What follows belongs to an exercise in optimizing a design on an open flow for small area, a short achievable clock period and few clock cycles; a production flow would make more cautious choices. The RTL was checked by simulation tests, not by an equivalence proof against the original design. Power and IR drop assume default switching activity.

===== flow/design.v =====
`default_nettype none
package hts_pkg;
    localparam int unsigned NUM_CORNERS = 8;
    localparam int unsigned NUM_MINS    = 6;
    localparam int unsigned MAX_TETS    = 6;
    localparam int unsigned TET_WIDTH   = 32;
    typedef logic [2:0] t_corner;
    typedef logic [2:0] t_tet_idx;
    typedef logic [1:0] t_nbits;
    typedef logic [2:0] t_diag;
    typedef enum logic [1:0] {
        ROT_NONE = 2'd0,
        ROT_120  = 2'd1,
        ROT_240  = 2'd2
    } t_rot;
    localparam t_tet_idx TET_LAST_FIVE = 3'd4;
    localparam t_tet_idx TET_LAST_SIX  = 3'd5;
    function automatic t_corner corner_perm(input t_corner r, input t_corner k);
        case ({r, k})
            6'd0: corner_perm = 3'd0; 6'd1: corner_perm = 3'd1; 6'd2: corner_perm = 3'd2; 6'd3: corner_perm = 3'd3;
            6'd4: corner_perm = 3'd4; 6'd5: corner_perm = 3'd5; 6'd6: corner_perm = 3'd6; 6'd7: corner_perm = 3'd7;
            6'd8: corner_perm = 3'd1; 6'd9: corner_perm = 3'd0; 6'd10: corner_perm = 3'd4; 6'd11: corner_perm = 3'd5;
            6'd12: corner_perm = 3'd2; 6'd13: corner_perm = 3'd3; 6'd14: corner_perm = 3'd7; 6'd15: corner_perm = 3'd6;
            6'd16: corner_perm = 3'd2; 6'd17: corner_perm = 3'd1; 6'd18: corner_perm = 3'd5; 6'd19: corner_perm = 3'd6;
            6'd20: corner_perm = 3'd3; 6'd21: corner_perm = 3'd0; 6'd22: corner_perm = 3'd4; 6'd23: corner_perm = 3'd7;
            6'd24: corner_perm = 3'd3; 6'd25: corner_perm = 3'd0; 6'd26: corner_perm = 3'd1; 6'd27: corner_perm = 3'd2;
            6'd28: corner_perm = 3'd7; 6'd29: corner_perm = 3'd4; 6'd30: corner_perm = 3'd5; 6'd31: corner_perm = 3'd6;
            6'd32: corner_perm = 3'd4; 6'd33: corner_perm = 3'd0; 6'd34: corner_perm = 3'd3; 6'd35: corner_perm = 3'd7;
            6'd36: corner_perm = 3'd5; 6'd37: corner_perm = 3'd1; 6'd38: corner_perm = 3'd2; 6'd39: corner_perm = 3'd6;
            6'd40: corner_perm = 3'd5; 6'd41: corner_perm = 3'd1; 6'd42: corner_perm = 3'd0; 6'd43: corner_perm = 3'd4;
            6'd44: corner_perm = 3'd6; 6'd45: corner_perm = 3'd2; 6'd46: corner_perm = 3'd3; 6'd47: corner_perm = 3'd7;
            6'd48: corner_perm = 3'd6; 6'd49: corner_perm = 3'd2; 6'd50: corner_perm = 3'd1; 6'd51: corner_perm = 3'd5;
            6'd52: corner_perm = 3'd7; 6'd53: corner_perm = 3'd3; 6'd54: corner_perm = 3'd0; 6'd55: corner_perm = 3'd4;
            6'd56: corner_perm = 3'd7; 6'd57: corner_perm = 3'd3; 6'd58: corner_perm = 3'd2; 6'd59: corner_perm = 3'd6;
            6'd60: corner_perm = 3'd4; 6'd61: corner_perm = 3'd0; 6'd62: corner_perm = 3'd1; 6'd63: corner_perm = 3'd5;
            default: corner_perm = 3'd0;
        endcase
    endfunction
    function automatic t_rot rot_of_bits(input t_diag bits);
        case (bits)
            3'd0: rot_of_bits = t_rot'(2'd0);
            3'd1: rot_of_bits = t_rot'(2'd1);
            3'd2: rot_of_bits = t_rot'(2'd2);
            3'd3: rot_of_bits = t_rot'(2'd0);
            3'd4: rot_of_bits = t_rot'(2'd0);
            3'd5: rot_of_bits = t_rot'(2'd2);
            3'd6: rot_of_bits = t_rot'(2'd1);
            3'd7: rot_of_bits = t_rot'(2'd0);
            default: rot_of_bits = t_rot'(2'd0);
        endcase
    endfunction
    function automatic t_corner split_tab(input t_nbits n, input t_tet_idx k, input logic [1:0] c);
        case ({n, k, c})
            7'd0: split_tab = 3'd0; 7'd1: split_tab = 3'd1; 7'd2: split_tab = 3'd2; 7'd3: split_tab = 3'd5;
            7'd4: split_tab = 3'd0; 7'd5: split_tab = 3'd2; 7'd6: split_tab = 3'd7; 7'd7: split_tab = 3'd5;
            7'd8: split_tab = 3'd0; 7'd9: split_tab = 3'd2; 7'd10: split_tab = 3'd3; 7'd11: split_tab = 3'd7;
            7'd12: split_tab = 3'd0; 7'd13: split_tab = 3'd5; 7'd14: split_tab = 3'd7; 7'd15: split_tab = 3'd4;
            7'd16: split_tab = 3'd2; 7'd17: split_tab = 3'd7; 7'd18: split_tab = 3'd5; 7'd19: split_tab = 3'd6;
            7'd20: split_tab = 3'd0; 7'd21: split_tab = 3'd0; 7'd22: split_tab = 3'd0; 7'd23: split_tab = 3'd0;
            7'd32: split_tab = 3'd0; 7'd33: split_tab = 3'd5; 7'd34: split_tab = 3'd7; 7'd35: split_tab = 3'd4;
            7'd36: split_tab = 3'd0; 7'd37: split_tab = 3'd1; 7'd38: split_tab = 3'd7; 7'd39: split_tab = 3'd5;
            7'd40: split_tab = 3'd1; 7'd41: split_tab = 3'd6; 7'd42: split_tab = 3'd7; 7'd43: split_tab = 3'd5;
            7'd44: split_tab = 3'd0; 7'd45: split_tab = 3'd7; 7'd46: split_tab = 3'd2; 7'd47: split_tab = 3'd3;
            7'd48: split_tab = 3'd0; 7'd49: split_tab = 3'd7; 7'd50: split_tab = 3'd1; 7'd51: split_tab = 3'd2;
            7'd52: split_tab = 3'd1; 7'd53: split_tab = 3'd7; 7'd54: split_tab = 3'd6; 7'd55: split_tab = 3'd2;
            7'd64: split_tab = 3'd0; 7'd65: split_tab = 3'd4; 7'd66: split_tab = 3'd5; 7'd67: split_tab = 3'd6;
            7'd68: split_tab = 3'd0; 7'd69: split_tab = 3'd3; 7'd70: split_tab = 3'd7; 7'd71: split_tab = 3'd6;
            7'd72: split_tab = 3'd0; 7'd73: split_tab = 3'd7; 7'd74: split_tab = 3'd4; 7'd75: split_tab = 3'd6;
            7'd76: split_tab = 3'd0; 7'd77: split_tab = 3'd1; 7'd78: split_tab = 3'd2; 7'd79: split_tab = 3'd5;
            7'd80: split_tab = 3'd0; 7'd81: split_tab = 3'd3; 7'd82: split_tab = 3'd6; 7'd83: split_tab = 3'd2;
            7'd84: split_tab = 3'd0; 7'd85: split_tab = 3'd6; 7'd86: split_tab = 3'd5; 7'd87: split_tab = 3'd2;
            7'd96: split_tab = 3'd0; 7'd97: split_tab = 3'd2; 7'd98: split_tab = 3'd3; 7'd99: split_tab = 3'd6;
            7'd100: split_tab = 3'd0; 7'd101: split_tab = 3'd3; 7'd102: split_tab = 3'd7; 7'd103: split_tab = 3'd6;
            7'd104: split_tab = 3'd0; 7'd105: split_tab = 3'd7; 7'd106: split_tab = 3'd4; 7'd107: split_tab = 3'd6;
            7'd108: split_tab = 3'd0; 7'd109: split_tab = 3'd5; 7'd110: split_tab = 3'd6; 7'd111: split_tab = 3'd4;
            7'd112: split_tab = 3'd1; 7'd113: split_tab = 3'd5; 7'd114: split_tab = 3'd6; 7'd115: split_tab = 3'd0;
            7'd116: split_tab = 3'd1; 7'd117: split_tab = 3'd6; 7'd118: split_tab = 3'd2; 7'd119: split_tab = 3'd0;
            default: split_tab = 3'd0;
        endcase
    endfunction
    function automatic t_corner rot_map(input t_rot rot, input t_corner l);
        case ({rot, l})
            5'b01_001: rot_map = 3'd4;
            5'b01_100: rot_map = 3'd3;
            5'b01_011: rot_map = 3'd1;
            5'b01_101: rot_map = 3'd7;
            5'b01_111: rot_map = 3'd2;
            5'b01_010: rot_map = 3'd5;
            5'b10_001: rot_map = 3'd3;
            5'b10_011: rot_map = 3'd4;
            5'b10_100: rot_map = 3'd1;
            5'b10_101: rot_map = 3'd2;
            5'b10_010: rot_map = 3'd7;
            5'b10_111: rot_map = 3'd5;
            default:   rot_map = l;
        endcase
    endfunction
    function automatic logic [1:0] cmp8(input logic [7:0] a, input logic [7:0] b);
        logic [7:0] l0, g0;
        logic [3:0] l1, g1;
        logic [1:0] l2, g2;
        l0 = ~a & b;
        g0 = a & ~b;
        for (int i = 0; i < 4; i++) begin
            l1[i] = l0[2*i+1] | (~g0[2*i+1] & l0[2*i]);
            g1[i] = g0[2*i+1] | (~l0[2*i+1] & g0[2*i]);
        end
        for (int i = 0; i < 2; i++) begin
            l2[i] = l1[2*i+1] | (~g1[2*i+1] & l1[2*i]);
            g2[i] = g1[2*i+1] | (~l1[2*i+1] & g1[2*i]);
        end
        cmp8[1] = l2[1] | (~g2[1] & l2[0]);
        cmp8[0] = g2[1] | (~l2[1] & g2[0]);
    endfunction
    function automatic t_nbits nbits(input t_diag d);
        case (d)
            3'b000:                 nbits = 2'd0;
            3'b001, 3'b010, 3'b100: nbits = 2'd1;
            3'b011, 3'b101, 3'b110: nbits = 2'd2;
            default:                nbits = 2'd3;
        endcase
    endfunction
    function automatic logic [7:0] onehot(input t_corner c);
        for (int i = 0; i < 8; i++) begin
            onehot[i] = (c == 3'(i));
        end
    endfunction
endpackage
`default_nettype wire
`default_nettype none
module hexahedron_to_tetrahedra_split #(
    parameter int unsigned INDEX_WIDTH = 32
) (
    input  logic                          i_clk,
    input  logic                          i_rst_n,
    input  logic                          i_valid,
    output logic                          o_stall,
    input  logic [INDEX_WIDTH-1:0]        i_vertex_0,
    input  logic [INDEX_WIDTH-1:0]        i_vertex_1,
    input  logic [INDEX_WIDTH-1:0]        i_vertex_2,
    input  logic [INDEX_WIDTH-1:0]        i_vertex_3,
    input  logic [INDEX_WIDTH-1:0]        i_vertex_4,
    input  logic [INDEX_WIDTH-1:0]        i_vertex_5,
    input  logic [INDEX_WIDTH-1:0]        i_vertex_6,
    input  logic [INDEX_WIDTH-1:0]        i_vertex_7,
    output logic                          o_valid,
    input  logic                          i_stall,
    output logic [hts_pkg::TET_WIDTH-1:0] o_tet_a,
    output logic [hts_pkg::TET_WIDTH-1:0] o_tet_b,
    output logic [hts_pkg::TET_WIDTH-1:0] o_tet_c,
    output logic [hts_pkg::TET_WIDTH-1:0] o_tet_d,
    output logic                          o_last_of_run
);
    localparam int unsigned W  = INDEX_WIDTH;
    localparam int unsigned NB = W / 8;        
    logic [7:0][W-1:0] w_in_v;
    assign w_in_v[0] = i_vertex_0;
    assign w_in_v[1] = i_vertex_1;
    assign w_in_v[2] = i_vertex_2;
    assign w_in_v[3] = i_vertex_3;
    assign w_in_v[4] = i_vertex_4;
    assign w_in_v[5] = i_vertex_5;
    assign w_in_v[6] = i_vertex_6;
    assign w_in_v[7] = i_vertex_7;
    logic [NB-1:0] r_ph;                    
    logic          r_done;                  
    logic          w_first;
    logic [7:0][7:0] w_byte;
    assign w_first = r_ph[0];
    always_comb begin
        for (int k = 0; k < 8; k++) begin
            w_byte[k] = '0;
            for (int b = 0; b < NB; b++) begin
                w_byte[k] = w_byte[k] | (w_in_v[k][8*b +: 8] & {8{r_ph[b]}});
            end
        end
    end
    logic [7:0][7:0] r_lt;
    function automatic logic is_edge(input int i, input int j);
        case (i * 8 + j)
            1, 3, 4, 10, 13, 19, 22, 31, 37, 39, 46, 55: is_edge = 1'b1;
            default: is_edge = 1'b0;
        endcase
    endfunction
    logic [7:0][7:0][1:0] w_cmp;
    always_comb begin
        w_cmp = '0;
        for (int x = 1; x < 8; x++) begin
            for (int y = 0; y < x; y++) begin
                w_cmp[x][y] = hts_pkg::cmp8(w_byte[x], w_byte[y]);
            end
        end
    end
    always_ff @(posedge i_clk) begin
        for (int x = 1; x < 8; x++) begin
            for (int y = 0; y < x; y++) begin
                r_lt[x][y] <= w_cmp[x][y][1] || (!w_cmp[x][y][0] && !w_first && r_lt[x][y]);
                if (is_edge(y, x)) begin
                    r_lt[y][x] <= w_cmp[x][y][0] || (!w_cmp[x][y][1] && !w_first && r_lt[y][x]);
                end
            end
        end
    end
    logic [7:0]       w_win;                 
    logic [7:0][2:0]  w_dr;                  
    logic [3:0][7:0]  w_sel0;                
    hts_pkg::t_diag   w_bits;
    logic [2:0]       w_m;                   
    logic [2:0][2:0]  w_sig;                 
    logic [3:1][2:0]  w_loc0;                
    logic [3:1][2:0]  w_code0;               
    logic [2:0]       r_m;                   
    logic [2:0][2:0]  r_sig;
    hts_pkg::t_diag   r_bits;                
    logic [5:0]       r_k;                   
    logic [3:0][2:0]  s_loc;                 
    logic [3:0][2:0]  s_code;                
    logic [3:0][7:0]  s_sel;                 
    assign w_win[0] = !r_lt[1][0] && !r_lt[2][0] && !r_lt[3][0] && !r_lt[4][0] && !r_lt[5][0] && !r_lt[6][0] && !r_lt[7][0];
    assign w_dr[0][2] = (r_lt[1][2] || r_lt[6][2]) && (r_lt[1][5] || r_lt[6][5]);
    assign w_dr[0][1] = (r_lt[3][2] || r_lt[6][2]) && (r_lt[3][7] || r_lt[6][7]);
    assign w_dr[0][0] = (r_lt[4][5] || r_lt[6][5]) && (r_lt[4][7] || r_lt[6][7]);
    assign w_win[1] = r_lt[1][0] && !r_lt[2][1] && !r_lt[3][1] && !r_lt[4][1] && !r_lt[5][1] && !r_lt[6][1] && !r_lt[7][1];
    assign w_dr[1][2] = (r_lt[0][4] || r_lt[7][4]) && (r_lt[0][3] || r_lt[7][3]);
    assign w_dr[1][1] = (r_lt[5][4] || r_lt[7][4]) && (r_lt[5][6] || r_lt[7][6]);
    assign w_dr[1][0] = (r_lt[2][3] || r_lt[7][3]) && (r_lt[2][6] || r_lt[7][6]);
    assign w_win[2] = r_lt[2][0] && r_lt[2][1] && !r_lt[3][2] && !r_lt[4][2] && !r_lt[5][2] && !r_lt[6][2] && !r_lt[7][2];
    assign w_dr[2][2] = (r_lt[1][5] || r_lt[4][5]) && (r_lt[1][0] || r_lt[4][0]);
    assign w_dr[2][1] = (r_lt[6][5] || r_lt[4][5]) && (r_lt[6][7] || r_lt[4][7]);
    assign w_dr[2][0] = (r_lt[3][0] || r_lt[4][0]) && (r_lt[3][7] || r_lt[4][7]);
    assign w_win[3] = r_lt[3][0] && r_lt[3][1] && r_lt[3][2] && !r_lt[4][3] && !r_lt[5][3] && !r_lt[6][3] && !r_lt[7][3];
    assign w_dr[3][2] = (r_lt[0][1] || r_lt[5][1]) && (r_lt[0][4] || r_lt[5][4]);
    assign w_dr[3][1] = (r_lt[2][1] || r_lt[5][1]) && (r_lt[2][6] || r_lt[5][6]);
    assign w_dr[3][0] = (r_lt[7][4] || r_lt[5][4]) && (r_lt[7][6] || r_lt[5][6]);
    assign w_win[4] = r_lt[4][0] && r_lt[4][1] && r_lt[4][2] && r_lt[4][3] && !r_lt[5][4] && !r_lt[6][4] && !r_lt[7][4];
    assign w_dr[4][2] = (r_lt[0][3] || r_lt[2][3]) && (r_lt[0][1] || r_lt[2][1]);
    assign w_dr[4][1] = (r_lt[7][3] || r_lt[2][3]) && (r_lt[7][6] || r_lt[2][6]);
    assign w_dr[4][0] = (r_lt[5][1] || r_lt[2][1]) && (r_lt[5][6] || r_lt[2][6]);
    assign w_win[5] = r_lt[5][0] && r_lt[5][1] && r_lt[5][2] && r_lt[5][3] && r_lt[5][4] && !r_lt[6][5] && !r_lt[7][5];
    assign w_dr[5][2] = (r_lt[1][0] || r_lt[3][0]) && (r_lt[1][2] || r_lt[3][2]);
    assign w_dr[5][1] = (r_lt[4][0] || r_lt[3][0]) && (r_lt[4][7] || r_lt[3][7]);
    assign w_dr[5][0] = (r_lt[6][2] || r_lt[3][2]) && (r_lt[6][7] || r_lt[3][7]);
    assign w_win[6] = r_lt[6][0] && r_lt[6][1] && r_lt[6][2] && r_lt[6][3] && r_lt[6][4] && r_lt[6][5] && !r_lt[7][6];
    assign w_dr[6][2] = (r_lt[2][1] || r_lt[0][1]) && (r_lt[2][3] || r_lt[0][3]);
    assign w_dr[6][1] = (r_lt[5][1] || r_lt[0][1]) && (r_lt[5][4] || r_lt[0][4]);
    assign w_dr[6][0] = (r_lt[7][3] || r_lt[0][3]) && (r_lt[7][4] || r_lt[0][4]);
    assign w_win[7] = r_lt[7][0] && r_lt[7][1] && r_lt[7][2] && r_lt[7][3] && r_lt[7][4] && r_lt[7][5] && r_lt[7][6];
    assign w_dr[7][2] = (r_lt[3][2] || r_lt[1][2]) && (r_lt[3][0] || r_lt[1][0]);
    assign w_dr[7][1] = (r_lt[6][2] || r_lt[1][2]) && (r_lt[6][5] || r_lt[1][5]);
    assign w_dr[7][0] = (r_lt[4][0] || r_lt[1][0]) && (r_lt[4][5] || r_lt[1][5]);
    assign w_sel0[0] = w_win;
    assign w_m[0] = w_win[1] || w_win[2] || w_win[5] || w_win[6];
    assign w_m[1] = w_win[2] || w_win[3] || w_win[6] || w_win[7];
    assign w_m[2] = w_win[4] || w_win[5] || w_win[6] || w_win[7];
    assign w_sig[0][0] = (w_win[0] && (w_dr[0] == 3'b000 || w_dr[0] == 3'b011 || w_dr[0] == 3'b100 || w_dr[0] == 3'b111)) || (w_win[1] && (w_dr[1] == 3'b000 || w_dr[1] == 3'b011 || w_dr[1] == 3'b100 || w_dr[1] == 3'b111)) || (w_win[2] && (w_dr[2] == 3'b001 || w_dr[2] == 3'b110)) || (w_win[3] && (w_dr[3] == 3'b010 || w_dr[3] == 3'b101)) || (w_win[4] && (w_dr[4] == 3'b001 || w_dr[4] == 3'b110)) || (w_win[5] && (w_dr[5] == 3'b010 || w_dr[5] == 3'b101)) || (w_win[6] && (w_dr[6] == 3'b001 || w_dr[6] == 3'b110)) || (w_win[7] && (w_dr[7] == 3'b010 || w_dr[7] == 3'b101));
    assign w_sig[0][1] = (w_win[0] && (w_dr[0] == 3'b001 || w_dr[0] == 3'b110)) || (w_win[1] && (w_dr[1] == 3'b001 || w_dr[1] == 3'b110)) || (w_win[2] && (w_dr[2] == 3'b010 || w_dr[2] == 3'b101)) || (w_win[3] && (w_dr[3] == 3'b000 || w_dr[3] == 3'b011 || w_dr[3] == 3'b100 || w_dr[3] == 3'b111)) || (w_win[4] && (w_dr[4] == 3'b010 || w_dr[4] == 3'b101)) || (w_win[5] && (w_dr[5] == 3'b000 || w_dr[5] == 3'b011 || w_dr[5] == 3'b100 || w_dr[5] == 3'b111)) || (w_win[6] && (w_dr[6] == 3'b010 || w_dr[6] == 3'b101)) || (w_win[7] && (w_dr[7] == 3'b000 || w_dr[7] == 3'b011 || w_dr[7] == 3'b100 || w_dr[7] == 3'b111));
    assign w_sig[0][2] = (w_win[0] && (w_dr[0] == 3'b010 || w_dr[0] == 3'b101)) || (w_win[1] && (w_dr[1] == 3'b010 || w_dr[1] == 3'b101)) || (w_win[2] && (w_dr[2] == 3'b000 || w_dr[2] == 3'b011 || w_dr[2] == 3'b100 || w_dr[2] == 3'b111)) || (w_win[3] && (w_dr[3] == 3'b001 || w_dr[3] == 3'b110)) || (w_win[4] && (w_dr[4] == 3'b000 || w_dr[4] == 3'b011 || w_dr[4] == 3'b100 || w_dr[4] == 3'b111)) || (w_win[5] && (w_dr[5] == 3'b001 || w_dr[5] == 3'b110)) || (w_win[6] && (w_dr[6] == 3'b000 || w_dr[6] == 3'b011 || w_dr[6] == 3'b100 || w_dr[6] == 3'b111)) || (w_win[7] && (w_dr[7] == 3'b001 || w_dr[7] == 3'b110));
    assign w_sig[1][0] = (w_win[0] && (w_dr[0] == 3'b010 || w_dr[0] == 3'b101)) || (w_win[1] && (w_dr[1] == 3'b001 || w_dr[1] == 3'b110)) || (w_win[2] && (w_dr[2] == 3'b000 || w_dr[2] == 3'b011 || w_dr[2] == 3'b100 || w_dr[2] == 3'b111)) || (w_win[3] && (w_dr[3] == 3'b000 || w_dr[3] == 3'b011 || w_dr[3] == 3'b100 || w_dr[3] == 3'b111)) || (w_win[4] && (w_dr[4] == 3'b010 || w_dr[4] == 3'b101)) || (w_win[5] && (w_dr[5] == 3'b001 || w_dr[5] == 3'b110)) || (w_win[6] && (w_dr[6] == 3'b010 || w_dr[6] == 3'b101)) || (w_win[7] && (w_dr[7] == 3'b001 || w_dr[7] == 3'b110));
    assign w_sig[1][1] = (w_win[0] && (w_dr[0] == 3'b000 || w_dr[0] == 3'b011 || w_dr[0] == 3'b100 || w_dr[0] == 3'b111)) || (w_win[1] && (w_dr[1] == 3'b010 || w_dr[1] == 3'b101)) || (w_win[2] && (w_dr[2] == 3'b001 || w_dr[2] == 3'b110)) || (w_win[3] && (w_dr[3] == 3'b001 || w_dr[3] == 3'b110)) || (w_win[4] && (w_dr[4] == 3'b000 || w_dr[4] == 3'b011 || w_dr[4] == 3'b100 || w_dr[4] == 3'b111)) || (w_win[5] && (w_dr[5] == 3'b010 || w_dr[5] == 3'b101)) || (w_win[6] && (w_dr[6] == 3'b000 || w_dr[6] == 3'b011 || w_dr[6] == 3'b100 || w_dr[6] == 3'b111)) || (w_win[7] && (w_dr[7] == 3'b010 || w_dr[7] == 3'b101));
    assign w_sig[1][2] = (w_win[0] && (w_dr[0] == 3'b001 || w_dr[0] == 3'b110)) || (w_win[1] && (w_dr[1] == 3'b000 || w_dr[1] == 3'b011 || w_dr[1] == 3'b100 || w_dr[1] == 3'b111)) || (w_win[2] && (w_dr[2] == 3'b010 || w_dr[2] == 3'b101)) || (w_win[3] && (w_dr[3] == 3'b010 || w_dr[3] == 3'b101)) || (w_win[4] && (w_dr[4] == 3'b001 || w_dr[4] == 3'b110)) || (w_win[5] && (w_dr[5] == 3'b000 || w_dr[5] == 3'b011 || w_dr[5] == 3'b100 || w_dr[5] == 3'b111)) || (w_win[6] && (w_dr[6] == 3'b001 || w_dr[6] == 3'b110)) || (w_win[7] && (w_dr[7] == 3'b000 || w_dr[7] == 3'b011 || w_dr[7] == 3'b100 || w_dr[7] == 3'b111));
    assign w_sig[2][0] = (w_win[0] && (w_dr[0] == 3'b001 || w_dr[0] == 3'b110)) || (w_win[1] && (w_dr[1] == 3'b010 || w_dr[1] == 3'b101)) || (w_win[2] && (w_dr[2] == 3'b010 || w_dr[2] == 3'b101)) || (w_win[3] && (w_dr[3] == 3'b001 || w_dr[3] == 3'b110)) || (w_win[4] && (w_dr[4] == 3'b000 || w_dr[4] == 3'b011 || w_dr[4] == 3'b100 || w_dr[4] == 3'b111)) || (w_win[5] && (w_dr[5] == 3'b000 || w_dr[5] == 3'b011 || w_dr[5] == 3'b100 || w_dr[5] == 3'b111)) || (w_win[6] && (w_dr[6] == 3'b000 || w_dr[6] == 3'b011 || w_dr[6] == 3'b100 || w_dr[6] == 3'b111)) || (w_win[7] && (w_dr[7] == 3'b000 || w_dr[7] == 3'b011 || w_dr[7] == 3'b100 || w_dr[7] == 3'b111));
    assign w_sig[2][1] = (w_win[0] && (w_dr[0] == 3'b010 || w_dr[0] == 3'b101)) || (w_win[1] && (w_dr[1] == 3'b000 || w_dr[1] == 3'b011 || w_dr[1] == 3'b100 || w_dr[1] == 3'b111)) || (w_win[2] && (w_dr[2] == 3'b000 || w_dr[2] == 3'b011 || w_dr[2] == 3'b100 || w_dr[2] == 3'b111)) || (w_win[3] && (w_dr[3] == 3'b010 || w_dr[3] == 3'b101)) || (w_win[4] && (w_dr[4] == 3'b001 || w_dr[4] == 3'b110)) || (w_win[5] && (w_dr[5] == 3'b001 || w_dr[5] == 3'b110)) || (w_win[6] && (w_dr[6] == 3'b001 || w_dr[6] == 3'b110)) || (w_win[7] && (w_dr[7] == 3'b001 || w_dr[7] == 3'b110));
    assign w_sig[2][2] = (w_win[0] && (w_dr[0] == 3'b000 || w_dr[0] == 3'b011 || w_dr[0] == 3'b100 || w_dr[0] == 3'b111)) || (w_win[1] && (w_dr[1] == 3'b001 || w_dr[1] == 3'b110)) || (w_win[2] && (w_dr[2] == 3'b001 || w_dr[2] == 3'b110)) || (w_win[3] && (w_dr[3] == 3'b000 || w_dr[3] == 3'b011 || w_dr[3] == 3'b100 || w_dr[3] == 3'b111)) || (w_win[4] && (w_dr[4] == 3'b010 || w_dr[4] == 3'b101)) || (w_win[5] && (w_dr[5] == 3'b010 || w_dr[5] == 3'b101)) || (w_win[6] && (w_dr[6] == 3'b010 || w_dr[6] == 3'b101)) || (w_win[7] && (w_dr[7] == 3'b010 || w_dr[7] == 3'b101));
    assign w_loc0[1][0] = w_bits == 3'b000 || w_bits == 3'b001 || w_bits == 3'b010 || w_bits == 3'b100 || w_bits == 3'b111;
    assign w_loc0[1][1] = w_bits == 3'b111;
    assign w_loc0[1][2] = w_bits == 3'b001 || w_bits == 3'b010 || w_bits == 3'b011 || w_bits == 3'b100 || w_bits == 3'b101 || w_bits == 3'b110;
    assign w_code0[1][0] = ((w_sig[0][0] && w_loc0[1][0]) || (w_sig[0][1] && w_loc0[1][1]) || (w_sig[0][2] && w_loc0[1][2])) ^ w_m[0];
    assign w_code0[1][1] = ((w_sig[1][0] && w_loc0[1][0]) || (w_sig[1][1] && w_loc0[1][1]) || (w_sig[1][2] && w_loc0[1][2])) ^ w_m[1];
    assign w_code0[1][2] = ((w_sig[2][0] && w_loc0[1][0]) || (w_sig[2][1] && w_loc0[1][1]) || (w_sig[2][2] && w_loc0[1][2])) ^ w_m[2];
    assign w_sel0[1][0] = (w_code0[1] == 3'd0);
    assign w_sel0[1][1] = (w_code0[1] == 3'd1);
    assign w_sel0[1][2] = (w_code0[1] == 3'd3);
    assign w_sel0[1][3] = (w_code0[1] == 3'd2);
    assign w_sel0[1][4] = (w_code0[1] == 3'd4);
    assign w_sel0[1][5] = (w_code0[1] == 3'd5);
    assign w_sel0[1][6] = (w_code0[1] == 3'd7);
    assign w_sel0[1][7] = (w_code0[1] == 3'd6);
    assign w_loc0[2][0] = w_bits == 3'b000 || w_bits == 3'b011 || w_bits == 3'b101 || w_bits == 3'b110;
    assign w_loc0[2][1] = w_bits == 3'b000 || w_bits == 3'b001 || w_bits == 3'b010 || w_bits == 3'b100 || w_bits == 3'b111;
    assign w_loc0[2][2] = w_bits == 3'b001 || w_bits == 3'b010 || w_bits == 3'b011 || w_bits == 3'b100 || w_bits == 3'b101 || w_bits == 3'b110;
    assign w_code0[2][0] = ((w_sig[0][0] && w_loc0[2][0]) || (w_sig[0][1] && w_loc0[2][1]) || (w_sig[0][2] && w_loc0[2][2])) ^ w_m[0];
    assign w_code0[2][1] = ((w_sig[1][0] && w_loc0[2][0]) || (w_sig[1][1] && w_loc0[2][1]) || (w_sig[1][2] && w_loc0[2][2])) ^ w_m[1];
    assign w_code0[2][2] = ((w_sig[2][0] && w_loc0[2][0]) || (w_sig[2][1] && w_loc0[2][1]) || (w_sig[2][2] && w_loc0[2][2])) ^ w_m[2];
    assign w_sel0[2][0] = (w_code0[2] == 3'd0);
    assign w_sel0[2][1] = (w_code0[2] == 3'd1);
    assign w_sel0[2][2] = (w_code0[2] == 3'd3);
    assign w_sel0[2][3] = (w_code0[2] == 3'd2);
    assign w_sel0[2][4] = (w_code0[2] == 3'd4);
    assign w_sel0[2][5] = (w_code0[2] == 3'd5);
    assign w_sel0[2][6] = (w_code0[2] == 3'd7);
    assign w_sel0[2][7] = (w_code0[2] == 3'd6);
    assign w_loc0[3][0] = w_bits == 3'b000 || w_bits == 3'b011 || w_bits == 3'b101 || w_bits == 3'b110 || w_bits == 3'b111;
    assign w_loc0[3][1] = w_bits == 3'b011 || w_bits == 3'b101 || w_bits == 3'b110 || w_bits == 3'b111;
    assign w_loc0[3][2] = w_bits == 3'b000 || w_bits == 3'b001 || w_bits == 3'b010 || w_bits == 3'b011 || w_bits == 3'b100 || w_bits == 3'b101 || w_bits == 3'b110 || w_bits == 3'b111;
    assign w_code0[3][0] = ((w_sig[0][0] && w_loc0[3][0]) || (w_sig[0][1] && w_loc0[3][1]) || (w_sig[0][2] && w_loc0[3][2])) ^ w_m[0];
    assign w_code0[3][1] = ((w_sig[1][0] && w_loc0[3][0]) || (w_sig[1][1] && w_loc0[3][1]) || (w_sig[1][2] && w_loc0[3][2])) ^ w_m[1];
    assign w_code0[3][2] = ((w_sig[2][0] && w_loc0[3][0]) || (w_sig[2][1] && w_loc0[3][1]) || (w_sig[2][2] && w_loc0[3][2])) ^ w_m[2];
    assign w_sel0[3][0] = (w_code0[3] == 3'd0);
    assign w_sel0[3][1] = (w_code0[3] == 3'd1);
    assign w_sel0[3][2] = (w_code0[3] == 3'd3);
    assign w_sel0[3][3] = (w_code0[3] == 3'd2);
    assign w_sel0[3][4] = (w_code0[3] == 3'd4);
    assign w_sel0[3][5] = (w_code0[3] == 3'd5);
    assign w_sel0[3][6] = (w_code0[3] == 3'd7);
    assign w_sel0[3][7] = (w_code0[3] == 3'd6);
    assign s_loc[0][0] = (r_k[1] && (r_bits == 3'b001 || r_bits == 3'b010 || r_bits == 3'b100)) || (r_k[3] && (r_bits == 3'b000 || r_bits == 3'b111)) || (r_k[4] && (r_bits == 3'b001 || r_bits == 3'b010 || r_bits == 3'b100 || r_bits == 3'b111));
    assign s_loc[0][1] = (r_k[3] && (r_bits == 3'b000));
    assign s_loc[0][2] = '0;
    assign s_loc[1][0] = (r_k[0] && (r_bits == 3'b000 || r_bits == 3'b001 || r_bits == 3'b010 || r_bits == 3'b100)) || (r_k[1] && (r_bits == 3'b000 || r_bits == 3'b001 || r_bits == 3'b010 || r_bits == 3'b100)) || (r_k[2] && (r_bits == 3'b000 || r_bits == 3'b011 || r_bits == 3'b101 || r_bits == 3'b110 || r_bits == 3'b111)) || (r_k[3] && (r_bits == 3'b111)) || (r_k[4] && (r_bits == 3'b011 || r_bits == 3'b101 || r_bits == 3'b110 || r_bits == 3'b111));
    assign s_loc[1][1] = (r_k[0] && (r_bits == 3'b000 || r_bits == 3'b011 || r_bits == 3'b101 || r_bits == 3'b110 || r_bits == 3'b111)) || r_k[1] || (r_k[2] && (r_bits == 3'b001 || r_bits == 3'b010 || r_bits == 3'b100)) || (r_k[3] && (r_bits == 3'b000 || r_bits == 3'b001 || r_bits == 3'b010 || r_bits == 3'b011 || r_bits == 3'b100 || r_bits == 3'b101 || r_bits == 3'b110)) || (r_k[4] && (r_bits == 3'b001 || r_bits == 3'b010 || r_bits == 3'b011 || r_bits == 3'b100 || r_bits == 3'b101 || r_bits == 3'b110 || r_bits == 3'b111));
    assign s_loc[1][2] = (r_k[1] && (r_bits == 3'b001 || r_bits == 3'b010 || r_bits == 3'b011 || r_bits == 3'b100 || r_bits == 3'b101 || r_bits == 3'b110 || r_bits == 3'b111)) || (r_k[2] && (r_bits == 3'b000 || r_bits == 3'b001 || r_bits == 3'b010 || r_bits == 3'b100 || r_bits == 3'b111)) || (r_k[3] && (r_bits == 3'b000 || r_bits == 3'b001 || r_bits == 3'b010 || r_bits == 3'b100 || r_bits == 3'b111)) || (r_k[4] && (r_bits == 3'b001 || r_bits == 3'b010 || r_bits == 3'b011 || r_bits == 3'b100 || r_bits == 3'b101 || r_bits == 3'b110 || r_bits == 3'b111));
    assign s_loc[2][0] = (r_k[2] && (r_bits == 3'b001 || r_bits == 3'b010 || r_bits == 3'b011 || r_bits == 3'b100 || r_bits == 3'b101 || r_bits == 3'b110 || r_bits == 3'b111)) || r_k[3] || (r_k[4] && (r_bits == 3'b001 || r_bits == 3'b010 || r_bits == 3'b011 || r_bits == 3'b100 || r_bits == 3'b101 || r_bits == 3'b110 || r_bits == 3'b111));
    assign s_loc[2][1] = r_k[0] || (r_k[1] && (r_bits == 3'b000 || r_bits == 3'b001 || r_bits == 3'b010 || r_bits == 3'b100)) || r_k[2] || (r_k[3] && (r_bits == 3'b011 || r_bits == 3'b101 || r_bits == 3'b110 || r_bits == 3'b111)) || (r_k[4] && (r_bits == 3'b001 || r_bits == 3'b010 || r_bits == 3'b100 || r_bits == 3'b111));
    assign s_loc[2][2] = r_k[0] || (r_k[1] && (r_bits == 3'b001 || r_bits == 3'b010 || r_bits == 3'b011 || r_bits == 3'b100 || r_bits == 3'b101 || r_bits == 3'b110 || r_bits == 3'b111)) || (r_k[2] && (r_bits == 3'b000 || r_bits == 3'b111)) || (r_k[3] && (r_bits == 3'b000 || r_bits == 3'b011 || r_bits == 3'b101 || r_bits == 3'b110 || r_bits == 3'b111)) || (r_k[4] && (r_bits == 3'b001 || r_bits == 3'b010 || r_bits == 3'b011 || r_bits == 3'b100 || r_bits == 3'b101 || r_bits == 3'b110));
    assign s_loc[3][0] = r_k[0] || (r_k[1] && (r_bits == 3'b001 || r_bits == 3'b010 || r_bits == 3'b011 || r_bits == 3'b100 || r_bits == 3'b101 || r_bits == 3'b110 || r_bits == 3'b111)) || (r_k[2] && (r_bits == 3'b011 || r_bits == 3'b101 || r_bits == 3'b110)) || (r_k[3] && (r_bits == 3'b000 || r_bits == 3'b001 || r_bits == 3'b010 || r_bits == 3'b011 || r_bits == 3'b100 || r_bits == 3'b101 || r_bits == 3'b110)) || (r_k[4] && (r_bits == 3'b001 || r_bits == 3'b010 || r_bits == 3'b011 || r_bits == 3'b100 || r_bits == 3'b101 || r_bits == 3'b110));
    assign s_loc[3][1] = (r_k[0] && (r_bits == 3'b011 || r_bits == 3'b101 || r_bits == 3'b110 || r_bits == 3'b111)) || (r_k[1] && (r_bits == 3'b000 || r_bits == 3'b011 || r_bits == 3'b101 || r_bits == 3'b110 || r_bits == 3'b111)) || (r_k[2] && (r_bits == 3'b001 || r_bits == 3'b010 || r_bits == 3'b100)) || (r_k[3] && (r_bits == 3'b000 || r_bits == 3'b001 || r_bits == 3'b010 || r_bits == 3'b011 || r_bits == 3'b100 || r_bits == 3'b101 || r_bits == 3'b110)) || (r_k[4] && (r_bits == 3'b001 || r_bits == 3'b010 || r_bits == 3'b011 || r_bits == 3'b100 || r_bits == 3'b101 || r_bits == 3'b110));
    assign s_loc[3][2] = r_k[0] || r_k[1] || (r_k[2] && (r_bits == 3'b000 || r_bits == 3'b011 || r_bits == 3'b101 || r_bits == 3'b110 || r_bits == 3'b111)) || (r_k[3] && (r_bits == 3'b000));
    assign s_code[0][0] = ((r_sig[0][0] && s_loc[0][0]) || (r_sig[0][1] && s_loc[0][1]) || (r_sig[0][2] && s_loc[0][2])) ^ r_m[0];
    assign s_code[0][1] = ((r_sig[1][0] && s_loc[0][0]) || (r_sig[1][1] && s_loc[0][1]) || (r_sig[1][2] && s_loc[0][2])) ^ r_m[1];
    assign s_code[0][2] = ((r_sig[2][0] && s_loc[0][0]) || (r_sig[2][1] && s_loc[0][1]) || (r_sig[2][2] && s_loc[0][2])) ^ r_m[2];
    assign s_sel[0][0] = (s_code[0] == 3'd0);
    assign s_sel[0][1] = (s_code[0] == 3'd1);
    assign s_sel[0][2] = (s_code[0] == 3'd3);
    assign s_sel[0][3] = (s_code[0] == 3'd2);
    assign s_sel[0][4] = (s_code[0] == 3'd4);
    assign s_sel[0][5] = (s_code[0] == 3'd5);
    assign s_sel[0][6] = (s_code[0] == 3'd7);
    assign s_sel[0][7] = (s_code[0] == 3'd6);
    assign s_code[1][0] = ((r_sig[0][0] && s_loc[1][0]) || (r_sig[0][1] && s_loc[1][1]) || (r_sig[0][2] && s_loc[1][2])) ^ r_m[0];
    assign s_code[1][1] = ((r_sig[1][0] && s_loc[1][0]) || (r_sig[1][1] && s_loc[1][1]) || (r_sig[1][2] && s_loc[1][2])) ^ r_m[1];
    assign s_code[1][2] = ((r_sig[2][0] && s_loc[1][0]) || (r_sig[2][1] && s_loc[1][1]) || (r_sig[2][2] && s_loc[1][2])) ^ r_m[2];
    assign s_sel[1][0] = (s_code[1] == 3'd0);
    assign s_sel[1][1] = (s_code[1] == 3'd1);
    assign s_sel[1][2] = (s_code[1] == 3'd3);
    assign s_sel[1][3] = (s_code[1] == 3'd2);
    assign s_sel[1][4] = (s_code[1] == 3'd4);
    assign s_sel[1][5] = (s_code[1] == 3'd5);
    assign s_sel[1][6] = (s_code[1] == 3'd7);
    assign s_sel[1][7] = (s_code[1] == 3'd6);
    assign s_code[2][0] = ((r_sig[0][0] && s_loc[2][0]) || (r_sig[0][1] && s_loc[2][1]) || (r_sig[0][2] && s_loc[2][2])) ^ r_m[0];
    assign s_code[2][1] = ((r_sig[1][0] && s_loc[2][0]) || (r_sig[1][1] && s_loc[2][1]) || (r_sig[1][2] && s_loc[2][2])) ^ r_m[1];
    assign s_code[2][2] = ((r_sig[2][0] && s_loc[2][0]) || (r_sig[2][1] && s_loc[2][1]) || (r_sig[2][2] && s_loc[2][2])) ^ r_m[2];
    assign s_sel[2][0] = (s_code[2] == 3'd0);
    assign s_sel[2][1] = (s_code[2] == 3'd1);
    assign s_sel[2][2] = (s_code[2] == 3'd3);
    assign s_sel[2][3] = (s_code[2] == 3'd2);
    assign s_sel[2][4] = (s_code[2] == 3'd4);
    assign s_sel[2][5] = (s_code[2] == 3'd5);
    assign s_sel[2][6] = (s_code[2] == 3'd7);
    assign s_sel[2][7] = (s_code[2] == 3'd6);
    assign s_code[3][0] = ((r_sig[0][0] && s_loc[3][0]) || (r_sig[0][1] && s_loc[3][1]) || (r_sig[0][2] && s_loc[3][2])) ^ r_m[0];
    assign s_code[3][1] = ((r_sig[1][0] && s_loc[3][0]) || (r_sig[1][1] && s_loc[3][1]) || (r_sig[1][2] && s_loc[3][2])) ^ r_m[1];
    assign s_code[3][2] = ((r_sig[2][0] && s_loc[3][0]) || (r_sig[2][1] && s_loc[3][1]) || (r_sig[2][2] && s_loc[3][2])) ^ r_m[2];
    assign s_sel[3][0] = (s_code[3] == 3'd0);
    assign s_sel[3][1] = (s_code[3] == 3'd1);
    assign s_sel[3][2] = (s_code[3] == 3'd3);
    assign s_sel[3][3] = (s_code[3] == 3'd2);
    assign s_sel[3][4] = (s_code[3] == 3'd4);
    assign s_sel[3][5] = (s_code[3] == 3'd5);
    assign s_sel[3][6] = (s_code[3] == 3'd7);
    assign s_sel[3][7] = (s_code[3] == 3'd6);
    always_comb begin
        w_bits = '0;
        for (int i = 0; i < 8; i++) begin
            if (w_win[i]) begin
                w_bits = w_bits | w_dr[i];
            end
        end
    end
    logic [7:0][W-1:0]     r_v;
    logic                  r_vld;
    logic                  r_last;
    logic [3:0][7:0]       r_sel;                  
    logic w_free;
    logic w_load;
    logic w_take;
    logic w_start;
    assign w_take  = r_vld && !i_stall;
    assign w_start = !r_vld || r_last;             
    assign w_free  = !r_vld || (r_last && !i_stall);
    assign o_stall = !(r_done && w_free);
    assign w_load  = i_valid && r_done && w_free;
    logic s_last;
    assign s_last = (r_k[3] && r_bits == 3'd0) || r_k[4];
    always_ff @(posedge i_clk) begin
        if (!i_rst_n) begin
            r_vld  <= 1'b0;
            r_ph   <= NB'(1);
            r_done <= 1'b0;
        end else begin
            if (w_load) begin
                r_vld <= 1'b1;
            end else if (w_take && r_last) begin
                r_vld <= 1'b0;
            end
            if (w_load) begin
                r_ph   <= NB'(1);
                r_done <= 1'b0;
            end else if (i_valid && !r_done) begin
                if (!r_ph[NB-1]) begin
                    r_ph <= {r_ph[NB-2:0], 1'b0};
                end
                r_done <= r_ph[NB-1];
            end
        end
    end
    always_ff @(posedge i_clk) begin
        if (r_done && w_free) begin
            r_v    <= w_in_v;
            r_bits <= w_bits;
            r_m    <= w_m;
            r_sig  <= w_sig;
        end
        if (w_load || w_take) begin
            if (w_start) begin
                r_k    <= 6'b000001;
                r_sel  <= w_sel0;
                r_last <= 1'b0;
            end else begin
                r_k    <= {r_k[4:0], 1'b0};
                r_sel  <= s_sel;
                r_last <= s_last;
            end
        end
    end
    logic [3:0][W-1:0] w_tet;
    always_comb begin
        w_tet = '0;
        for (int c = 0; c < 4; c++) begin
            for (int k = 0; k < 8; k++) begin
                w_tet[c] = w_tet[c] | (r_v[k] & {W{r_sel[c][k]}});
            end
        end
    end
    assign o_valid       = r_vld;
    assign o_last_of_run = r_last;
    assign o_tet_a       = w_tet[0];
    assign o_tet_b       = w_tet[1];
    assign o_tet_c       = w_tet[2];
    assign o_tet_d       = w_tet[3];
endmodule
`default_nettype wire

===== flow/flow/run.sh =====
#!/bin/bash
# Standard layout, with the port buffers made of plain buf_1 cells instead of
# the default delay buffers. Every tool's output goes to a log in this folder.
set -euo pipefail
echo 'export BUFFER_PORTS_ARGS = -buffer_cell sky130_fd_sc_hd__buf_1' >> config.mk
bash standard.sh > standard_flow.log 2>&1

===== flow/standard.sh =====
#!/bin/bash
# synth_recipe.tcl (not shown) runs the flow's synth.tcl, then flattens the netlist and writes it again
# the make line also repeats each setting of config.mk as NAME=value (left out here)
make -C /OpenROAD-flow-scripts/flow DESIGN_CONFIG=/design/flow/config.mk WORK_HOME=/design/flow/orfs CLKGATE_MAP_FILE= SYNTH_SCRIPT=/design/flow/synth_recipe.tcl "${@:-finish}"

===== flow/config.mk =====
export PLATFORM = sky130hd
export DESIGN_NAME = hexahedron_to_tetrahedra_split
export DESIGN_NICKNAME = hexahedron_to_tetrahedra_split
export VERILOG_FILES = /design/flow/design.v
export SDC_FILE = /design/flow/constraint.sdc
export NUM_CORES = 4
export LEC_CHECK = 0
export CAP_MARGIN = 20
export CORE_MARGIN = 2
export CORE_UTILIZATION = 55
export CTS_CLUSTER_SIZE = 30
export SETUP_SLACK_MARGIN = 3.0
export SLEW_MARGIN = 20
export BUFFER_PORTS_ARGS = -buffer_cell sky130_fd_sc_hd__buf_1

===== flow/constraint.sdc =====
create_clock -name core_clock -period 6.5 [get_ports {i_clk}]
set_input_delay 1.3000 -clock core_clock [delete_from_list [all_inputs] [get_ports {i_clk}]]
set_output_delay 1.3000 -clock core_clock [all_outputs]
set_load 0.01 [all_outputs]

==> flow_metrics.tcl, run 1 <==
set metrics [dict create \
    status "finished clean" \
    wl_per_cell_um 39.1 \
    cp-startpoint "r_lt[34]" \
    grt_overflow 0 \
    nets 2925 \
    synth_area_per_cell_um2 10.1 \
    syn_inst 2301 \
    drc 0 \
    worst_pin_slew_ns 1.05 \
    dp_hpwl_mm 83.8 \
    crit_end "r_sel[26]" \
    tns_ns 0 \
    postLayoutCoreUtil 0.662 \
    grt_max_degree 149 \
    ys_seq_area_frac 0.438 \
    cts_buffer_depth 3 \
    finalMaxSlewViolations 0 \
    antenna_found_initial 18 \
    synth-async-reset-ratio 0 \
    clock.fmax_mhz 277 \
    cts_tree "yes" \
    r2r_slack_ns 2.89 \
    slowest_delay_ns 0.67 \
    first_pass_iters 22 \
    crit_fanout 7 \
    drive_gt1_frac 0.128 \
    area_growth_pct 18.8 \
    rsz0062_at_grt "true" \
    clkTransAtPathRegs_ns 0.06 \
    yosysWarnings 1 \
    internal_power_mw 4.97 \
    grt_usage 0.554 \
    synth.distinct_cells 82 \
    drt-initial-drc-count 7206 \
    combPwrFrac 0.270 \
    grt_pass1_wl_mm 176 \
    wirelength_mm 126 \
    die_w_um 210 \
    slowest_stage "fa_2" \
    critPathArrivalTime_ns 3.94 \
    finalCriticalPeriod_ns 3.61 \
    clock_latency_ns 0.60 \
    worstPathRequired_ns 6.83 \
    maxCapViolCount 0 \
    reg2reg_depth 11 \
    vias_per_cell 8.45 \
    synth_ff_type "edfxtp_1" \
    port_buffers 390 \
    swShare 0.342 \
    final_cells 3238 \
    htreeDepth 2 \
    finalHoldViolations 0 \
    hp-class "reg2reg" \
    gp_congestion 1.13 \
    coreArea_um2 41900 \
    rr_startpoint "r_lt[34]" \
    seq_power_share 0.379 \
    ys_seq_elements 355 \
    leakage_nw 8.95 \
    drtAntennaViolNets 0 \
    cts_hold_buf 0 \
    start_util 0.557 \
    end_kind "flip-flop" \
    worstSetupStartpointType "flip-flop" \
    critical_path_class "reg2reg" \
    io_pins 391 \
    synth-edff-count 309 \
    relSlewSlack 0.303 \
    numClockSinks 355 \
    switching_power_mw 2.58 \
    holdWs_ns 0.581 \
    row_count 75 \
    path_cells "nor3b_2 > nand3_1 > o2111ai_2 > nor4_4 > inv_2 > fa_2 > o31ai_4 > a221oi_2 > xnor2_2 > o21a_2 > and3_1" \
    first_global_vias 25600 \
    vias 27400 \
    min_period_over_period 0.556 \
    skew_ns 0.0324 \
    setup_viol 0 \
    r2r_end "r_sel[26]" \
    clkPwrFrac 0.351 \
    placed_cells 3080 \
    synth_fp_nets 2579 \
    die-area_um2 44000 \
    syn-cell-area_um2 23300 \
    power_density_nw_per_um2 273 \
    die_h_um 210 \
    root_buffer "clkbuf_16" \
    peakVddDrop_v 0.000210 \
    cts-buffers-inserted 43 \
]
-- power groups by stage --
stage | registers, mW | clock network [mW] | logic [mW]
final | 2.86 | 2.65 | 2.04
after global routing | 2.85 | 2.71 | 2.12
after CTS | 2.80 | 2.62 | 1.83
after detailed placement | 2.84 | 0 | 1.72
after global placement | 2.83 | 0 | 1.72
after floorplan | 2.74 | 0 | 1.20
-- how the worst min path moves through the flow --
stage,startpoint,to,cells past startpoint
global placement,r_lt[55],r_lt[55],2
floorplan,r_lt[31],r_lt[31],2
global route,r_lt[62],r_lt[62],1
finish,r_lt[31],r_lt[31],2
CTS,r_lt[55],r_lt[55],2
detailed placement,r_lt[31],r_lt[31],2
-- cell type report --
| cell class | count | area [um2] |
|---|---|---|
| Fill cell | 3286 | 14200 |
| Tap cell | 539 | 674 |
| Clock buffer | 51 | 1130 |
| Antenna cell | 18 | 45.0 |
| Timing Repair Buffer | 500 | 2470 |
| Inverter | 30 | 118 |
| Sequential cell | 355 | 10200 |
| Clock inverter | 28 | 389 |
| Multi-Input combinational cell | 1717 | 12600 |
-- Yosys cell counts, types with 5 or more instances --
cell / instances / share of area
a22oi_1: 632 / 0.20
edfxtp_1: 309 / 0.40
nand2_1: 159 / 0.026
clkbuf_1: 149 / 0.024
nand4_1: 136 / 0.037
maj3_1: 111 / 0.048
nor2_1: 63 / 0.010
and2_1: 60 / 0.016
o21ai_0: 59 / 0.013
o22ai_1: 55 / 0.015
a21oi_1: 48 / 0.010
dfxtp_1: 46 / 0.040
buf_2: 36 / 0.0077
a211oi_1: 25 / 0.0081
inv_1: 25 / 0.0040
nand3_1: 24 / 0.0052
a221oi_1: 23 / 0.0086
nor3_1: 23 / 0.0049
a31oi_1: 22 / 0.0059
mux2i_1: 19 / 0.0082
maj3_2: 17 / 0.0082
o211ai_1: 17 / 0.0055
ha_1: 16 / 0.0086
and3_1: 15 / 0.0040
o221ai_1: 15 / 0.0056
xnor2_1: 14 / 0.0053
nor2b_1: 12 / 0.0032
a22o_1: 10 / 0.0038
a221oi_2: 9 / 0.0058
a222oi_1: 9 / 0.0039
a221o_1: 7 / 0.0030
buf_4: 7 / 0.0023
a21o_1: 6 / 0.0019
o22ai_2: 6 / 0.0032
xor2_1: 6 / 0.0023
nand2b_1: 5 / 0.0013
nor3b_1: 5 / 0.0016
o21a_1: 5 / 0.0016
o31ai_1: 5 / 0.0016
or3_1: 5 / 0.0013
-- layer usage --
layer,wire length (um),up-vias,global-route usage
met3,24800,1119,0.321
met2,48500,3323,0.753
met1,41100,12600,0.668
met4,12000,10,0.344
met5,126,-,0.0234
li1,-,10300,-
-- sequential cells by signal, indices dropped and copies added, names as in the netlist --
register	cells
r_done	1
r_sig	9
r_v	256
r_sel	32
r_ph	4
r_m	3
r_k	5
r_bits	3
r_vld	1
r_lt	40
r_last	1
-- cells in the final DEF, fill, tap and decap left out, types with 44 or more instances in the layout --
cell / count
buf_4: 87
edfxtp_1: 309
clkbuf_16: 44
buf_1: 390
a21oi_1: 48
maj3_1: 105
nor2_1: 62
nand4_1: 136
a22oi_1: 620
and2_1: 51
o22ai_1: 51
nand2_1: 144
o21ai_0: 58
-- cell families after synthesis --
logic type               Yosys count  synth area share
AO/OA/AOI/OAI                   1000             0.318
AND/OR/NAND/NOR                  531             0.120
flip-flops                       355             0.438
buffers and inverters            229            0.0413
adder cells (fa/ha/maj)          146            0.0662
XOR/XNOR                          20           0.00752
multiplexers                      20           0.00875
-- worst max-delay path: cells and delay by family (launching register included) --
kind / cells / cell delay, ns
simple gates: 4 / 0.93
flops: 1 / 0.61
xor+xnor: 1 / 0.12
compound gates: 4 / 0.90
fa+ha+maj: 1 / 0.67
buf+inv: 1 / 0.11
-- stage by stage --
stage | total power [mW] | area, um2 | setup WS (ns)
global route | 7.68 | 27700 | 2.88
finish | 7.55 | 27700 | 2.89
CTS | 7.25 | 27200 | 2.95
global placement | 4.55 | 25100 | 2.24
detailed placement | 4.56 | 25100 | 2.14
floorplan | 3.94 | 23400 | 0.597
-- what timing repair did --
| item | in CTS | in global routing |
|---|---|---|
| resized for setup | 52 | 82 |
| gates cloned | 0 | 0 |
| setup buffers | 40 | 21 |
| pin swaps | 14 | 15 |
| setup endpoints to repair | 174 | 96 |
Testbench counts, summed over its fixed seeds: cycles 18,491.
==> run 2: changes to the inputs <==
--- a/flow/config.mk
+++ b/flow/config.mk
@@ -9,5 +9,5 @@
 export CORE_MARGIN = 2
-export CORE_UTILIZATION = 55
+export CORE_UTILIZATION = 50
 export CTS_CLUSTER_SIZE = 30
-export SETUP_SLACK_MARGIN = 3.0
+export SETUP_SLACK_MARGIN = 3.1
 export SLEW_MARGIN = 20
==> run 2 against run 1 <==
Net effect: first-iteration DRC count decreased by 20%; clock skew fell by 0.0046 ns; via count shrank 2.2%; sequential power about the same; utilization down 5.7 points; critical endpoint is now o_tet_c[12]; global-route usage down 5.4 points; total power decreased by 2.0%; still clean.
==> flow_metrics.tcl, run 2 <==
set metrics [dict create \
    synth_fp_nets 2579 \
    numClockSinks 355 \
    synth_ff_type "edfxtp_1" \
    cts_hold_buf 0 \
    synth_top_area_frac 0.398 \
    cp_top_family "buffers and inverters" \
    synth_area_per_cell_um2 10.1 \
    die_w_um 220 \
    drt-initial-drc-count 5743 \
    synth-edff-count 309 \
    critPathArrivalTime_ns 2.21 \
    gp_congestion 1.05 \
    setup_viol 0 \
    clock_latency_ns 0.61 \
    top_register "r_v" \
    drc 0 \
    htreeDepth 2 \
    largest_reg_flops 256 \
    synth_area_leaders "edfxtp_1 (40%), a22oi_1 (20%), maj3_1 (4.8%)" \
    worstSetupStartpointType "flip-flop" \
    placed_cells 3149 \
    stdcell_area_um2 28000 \
    status "finished clean" \
    rsz0062_at_grt "true" \
    placed_area_um2 25200 \
    antenna_found_initial 18 \
    critical_path_class "reg2out" \
    peakVddDrop_v 0.000239 \
    multi_input_area_um2 12800 \
    start_util 0.504 \
    io_pins 391 \
    cp_num_buf_inv 2 \
    wirelength_mm 127 \
    coreArea_um2 46300 \
    nets 2939 \
    slowest_delay_ns 0.45 \
    cts-buffers-inserted 42 \
    cts_tree "yes" \
    grt_pass1_wl_mm 173 \
    first_pass_iters 13 \
    r2r_slack_ns 3.08 \
    row_count 79 \
    relSlewSlack 0.218 \
    synth.distinct_cells 82 \
    cts_buffer_depth 3 \
    synth-async-reset-ratio 0 \
    power_density_nw_per_um2 264 \
    end_kind "output port" \
    area_growth_pct 20.1 \
    syn_inst 2301 \
    drtAntennaViolNets 0 \
    ys_seq_area_frac 0.438 \
    wl_per_cell_um 38.4 \
    holdWs_ns 0.566 \
    r2r_end "r_lt[60]" \
    dp_hpwl_mm 85.6 \
    hp-start "r_done" \
    finalHoldViolations 0 \
    min_path_cells 2 \
    layout_common_cells "a22oi_1 (616), buf_1 (389), edfxtp_1 (309), nand2_1 (141), nand4_1 (136)" \
    leakage_nw 9.05 \
    grt_usage 0.500 \
    finalCriticalPeriod_ns 3.51 \
    tns_ns 0 \
    synth.most_common_cell "a22oi_1" \
    finalMaxSlewViolations 0 \
    ys_seq_elements 355 \
    clkTransAtPathRegs_ns 0.06 \
    worst_pin_slew_ns 1.17 \
    root_buffer "clkbuf_16" \
    hp-class "reg2reg" \
    synth_area_leader_cell "edfxtp_1" \
    grt_overflow 0 \
    drive_gt1_frac 0.146 \
    final_cells 3310 \
    vias 26800 \
    clock.fmax_mhz 285 \
    num-fill-cells 3885 \
    synth_commonest_cells "a22oi_1 (632), edfxtp_1 (309), nand2_1 (159), clkbuf_1 (149), nand4_1 (136)" \
    regArea_um2 10300 \
    yosysWarnings 1 \
    port_buffers 390 \
    first_global_vias 24900 \
    reg2reg_depth 11 \
    rr_startpoint "r_ph[3]" \
    grt_max_degree 188 \
    final_common_cell "a22oi_1" \
    crit_fanout 16 \
    top_regs "r_v x256, r_lt x40, r_sel x32" \
    skew_ns 0.0278 \
    slowest_stage "edfxtp_1" \
    vias_per_cell 8.08 \
    path_cells "buf_4 > a22oi_1 > nand4_1 > buf_1" \
    maxCapViolCount 0 \
    die-area_um2 48400 \
    syn-cell-area_um2 23300 \
    die_h_um 220 \
    min_to "r_done" \
    min_period_over_period 0.540 \
    worstPathRequired_ns 5.20 \
]
run 2: cell counts after synthesis:
Identical to the previous run, type by type.
run 2: kinds of logic after synthesis:
group / synth area share
and+or+nand+nor: 0.120
buffers and inverters: 0.0413
AOI/OAI and AO/OA: 0.318
muxes: 0.00875
xor gates and xnor gates: 0.00752
adders and majority gates: 0.0662
DFF: 0.438
run 2: area by class of cell:
class	count	area share
repair buffers	515	0.0932
inverters	30	0.00425
flip-flops and latches	355	0.367
clock inverters	24	0.00970
clock buffers	54	0.0402
multi-input cells	1717	0.458
well taps	607	0.0271
diodes	8	0.000715
run 2: what timing repair did:
| action | 4_1_cts | 5_1_grt |
|---|---|---|
| buffers inserted | 54 | 21 |
| gates resized for setup | 83 | 95 |
| pin swaps | 14 | 14 |
| hold endpoints to repair | 0 | 0 |
| setup endpoints to repair | 177 | 63 |
run 2: worst min-delay path, delay by kind of cell, from the launching register on:
family             cells  cell delay [ns]
AOI/OAI and AO/OA      1             0.13
and+or+nand+nor        1             0.05
DFF                    1             0.35
run 2: worst max path at each step:
stage	from	to	slack [ns]	cells past startpoint
6_report	r_sel[22]	o_tet_c[12]	2.99	4
3_3_place_gp	i_vertex_3[17]	r_lt[35]	2.29	10
5_1_grt	r_lt[50]	r_sel[19]	2.99	11
4_1_cts	r_ph[3]	r_lt[16]	3.09	11
2_1_floorplan	i_stall	r_bits[0]	0.60	3
3_5_place_dp	i_vertex_3[17]	r_lt[35]	2.29	10
run 2: where the power goes:
group	leakage [nW]	internal, mW	total [mW]	switching (mW)
combinational	5.18	0.782	2.05	1.27
sequential	3.18	2.62	2.88	0.260
clock	0.693	1.43	2.46	1.03
run 2: metrics by stage:
step | total power, mW | util | setup WS [ns]
floorplan | 3.95 | - | 0.597
global route | 7.54 | 0.605 | 2.99
global placement | 4.55 | 0.544 | 2.29
detailed placement | 4.57 | 0.545 | 2.29
CTS | 7.11 | 0.592 | 3.09
finish | 7.40 | 0.605 | 2.99
run 2: per-layer routing:
metal / GRT usage / routed length, um / vias up
met4: 0.301 / 10300 / 26
met1: 0.622 / 43600 / 12600
li1: - / - / 10300
met2: 0.687 / 49700 / 2956
met3: 0.247 / 23300 / 894
met5: 0.0521 / 396 / -
==> run 3: changes to the inputs <==
--- a/flow/config.mk
+++ b/flow/config.mk
@@ -10,3 +10,3 @@
 export CORE_UTILIZATION = 50
-export CTS_CLUSTER_SIZE = 30
+export PLACE_DENSITY = 0.85
 export SETUP_SLACK_MARGIN = 3.1
==> run 3 against run 2 <==
Net effect: still clean on timing, DRC and antenna; combinational power barely moved; total power shrank 2.1%; non-clock buffer count down 14; sequential share of layout area is 0.15 points higher; die area is the same; clock-buffer cell count fell by 2; first-iteration DRC count up 30%; final area fell by 0.65%; maximum frequency rose by 1.1%; clock power is 5% lower; register-to-register slack improved by 0.09 ns; critical path depth did not move.
==> flow_metrics.tcl, run 3 <==
set metrics [dict create \
    synth_area_leaders "edfxtp_1 (40%), a22oi_1 (20%), maj3_1 (4.8%)" \
    io_pins 391 \
    critPathArrivalTime_ns 2.17 \
    synth_area_per_cell_um2 10.1 \
    cts_tree "yes" \
    syn_inst 2301 \
    top_layer "met5" \
    worstSetupStartpointType "flip-flop" \
    row_count 79 \
    worstPathRequired_ns 5.20 \
    synth-async-reset-ratio 0 \
    seq_power_share 0.390 \
    root_buffer "clkbuf_16" \
    clkPwrFrac 0.322 \
    tns_ns 0 \
    dp_hpwl_mm 81.5 \
    setup_viol 0 \
    finalHoldViolations 0 \
    synth_commonest_cells "a22oi_1 (632), edfxtp_1 (309), nand2_1 (159), clkbuf_1 (149), nand4_1 (136)" \
    r2r_slack_ns 3.17 \
    drtAntennaViolNets 0 \
    rsz0062_at_grt "true" \
    worst_pin_slew_ns 1.08 \
    dr_wl_met2_mm 48.0 \
    finalMaxSlewViolations 0 \
    synth_fp_nets 2579 \
    port_buffers 390 \
    synth_ff_type "edfxtp_1" \
    synth.distinct_cells 82 \
    holdWs_ns 0.575 \
    regArea_um2 10200 \
    coreArea_um2 46300 \
    synth-edff-count 309 \
    clock_latency_ns 0.59 \
    layout_common_cells "a22oi_1 (615), buf_1 (387), edfxtp_1 (309), nand2_1 (138), nand4_1 (136)" \
    critical_path_class "reg2out" \
    wl_met3_mm 23.7 \
    ys_seq_elements 355 \
    relSlewSlack 0.279 \
    min_period_over_period 0.534 \
    die-area_um2 48400 \
    cts_hold_buf 0 \
    start_util 0.504 \
    num-fill-cells 3823 \
    grt_max_degree 100 \
    hp-class "reg2reg" \
    grt_usage 0.491 \
    wl_met1_mm 40.1 \
    end_kind "output port" \
    largest_reg_flops 256 \
    final_common_cell "a22oi_1" \
    htreeDepth 2 \
    synth_area_leader_cell "edfxtp_1" \
    top_regs "r_v x256, r_lt x40, r_sel x32" \
    numClockSinks 355 \
    cts-buffers-inserted 42 \
    wl_per_cell_um 37.6 \
    peakVddDrop_v 0.000232 \
    grt_overflow 0 \
    cts_buffer_depth 3 \
    switching_power_mw 2.54 \
    nets 2925 \
    power_density_nw_per_um2 261 \
    die_w_um 220 \
    synth.most_common_cell "a22oi_1" \
    clock.fmax_mhz 288 \
    drive_gt1_frac 0.139 \
    multi_input_area_um2 12800 \
    internal_power_mw 4.71 \
    antenna_found_initial 7 \
    vias_per_cell 8.20 \
    top_register "r_v" \
    drt-initial-drc-count 7486 \
    vias 27000 \
    area_growth_pct 19.3 \
    die_h_um 220 \
    leakage_nw 8.96 \
    status "finished clean" \
    gp_congestion 1.07 \
    syn-cell-area_um2 23300 \
    yosysWarnings 1 \
    swShare 0.350 \
    grt_pass1_wl_mm 172 \
    first_pass_iters 19 \
    crit_fanout 32 \
    drc 0 \
    skew_ns 0.0284 \
    combPwrFrac 0.288 \
    clkTransAtPathRegs_ns 0.06 \
    wirelength_mm 124 \
    first_global_vias 24600 \
    synth_top_area_frac 0.398 \
    ys_seq_area_frac 0.438 \
    finalCriticalPeriod_ns 3.47 \
    maxCapViolCount 0 \
]
run 3: cell counts after synthesis:
Identical to the previous run, type by type.
run 3: worst paths after layout:
kind | cells after the start | startpoint | end
setup / recovery | 4 | r_sel[27] | o_tet_d[7]
hold / removal | 2 | r_done | r_done
setup reg to reg | 12 | r_lt[50] | r_sel[26]
hold reg to reg | 2 | r_done | r_done
run 3: repair_timing:
| action | in CTS | in global routing |
|---|---|---|
| setup endpoints to repair | 145 | 121 |
| buffers inserted | 24 | 38 |
| gates resized for setup | 87 | 112 |
| endpoints found under the hold margin | 0 | 0 |
| pin swaps | 16 | 30 |
run 3: logic make-up after synthesis:
logic type / share of synthesized area
multiplexers: 0.00875
buffers and inverters: 0.0413
adder cells (fa/ha/maj): 0.0662
AND/OR/NAND/NOR: 0.120
flip-flops: 0.438
AO/OA/AOI/OAI: 0.318
XOR/XNOR: 0.00752
run 3: critical path, stage by stage, from the launching register on:
cell and delay [ns]:
edfxtp_1 0.34, buf_6 0.46, a22oi_1 0.16, nand4_1 0.19
buf_1 0.39
run 3: layout make-up:
| cell class | instances | share of cell area |
|---|---|---|
| well taps | 607 | 0.0273 |
| inverters | 30 | 0.00423 |
| repair buffers | 501 | 0.0928 |
| multi-input cells | 1717 | 0.459 |
| flip-flops and latches | 355 | 0.368 |
| clock inverters | 26 | 0.00815 |
| clock buffers | 52 | 0.0392 |
| diodes | 9 | 0.000810 |
run 3: per-stage QoR:
stage	area (um2)	cells	util	power [mW]	setup WS, ns
after detailed placement	25200	3148	0.545	4.57	2.28
after floorplan	23400	2301	-	3.95	0.597
after global placement	25200	3148	0.545	4.53	2.30
after CTS	27100	3250	0.585	6.97	3.09
after global routing	27800	3294	0.601	7.39	3.04
final	27800	3297	0.601	7.25	3.03
run 3: power groups by stage:
stage	clock, mW	sequential, mW	combinational, mW
2_1_floorplan	0	2.74	1.21
3_3_place_gp	0	2.81	1.72
6_report	2.33	2.83	2.08
5_1_grt	2.40	2.82	2.16
3_5_place_dp	0	2.82	1.75
4_1_cts	2.30	2.80	1.88
run 3: per-layer routing:
layer  up-vias  GRT usage
met5         -     0.0271
met3      1019      0.285
met1     12400      0.589
li1      10300          -
met2      3289      0.657
met4         4      0.325

static timing again, ports no longer ideal:
No port has a modelled driver above. Below, the same layouts with a new extraction and two added sets of constraints. Step 1: set_driving_cell puts a clkbuf_16 on i_clk and a buf_2 on each other input, an assumption about the parent block. Step 2 adds t to the input delays and takes it off the output delays; t is the mean of the earliest and latest rising clock arrival at the registers after step 1. Input paths then give back, and output paths get back, about the clock's delay inside the block. a / b / c = no drivers / after step 1 / after step 2; a / b = the first two.
| run | shift t [ns] | slack for setup (ns) | worst hold slack (ns) | worst register clock-pin slew, ns |
|---|---|---|---|---|
| run 1 | 0.651 | 2.887 / 2.869 / 2.368 | 0.581 / 0.581 / 0.581 | 0.07 / 0.07 |
| run 2 | 0.651 | 2.989 / 2.930 / 2.440 | 0.566 / 0.566 / 0.566 | 0.07 / 0.07 |
| run 3 | 0.644 | 3.026 / 2.964 / 2.417 | 0.575 / 0.575 / 0.575 | 0.07 / 0.07 |
After both steps setup and hold are still met in every run listed. The setup slack of run 3, which loses most, moves by -0.062 ns with the drivers and by -0.609 ns with both steps.
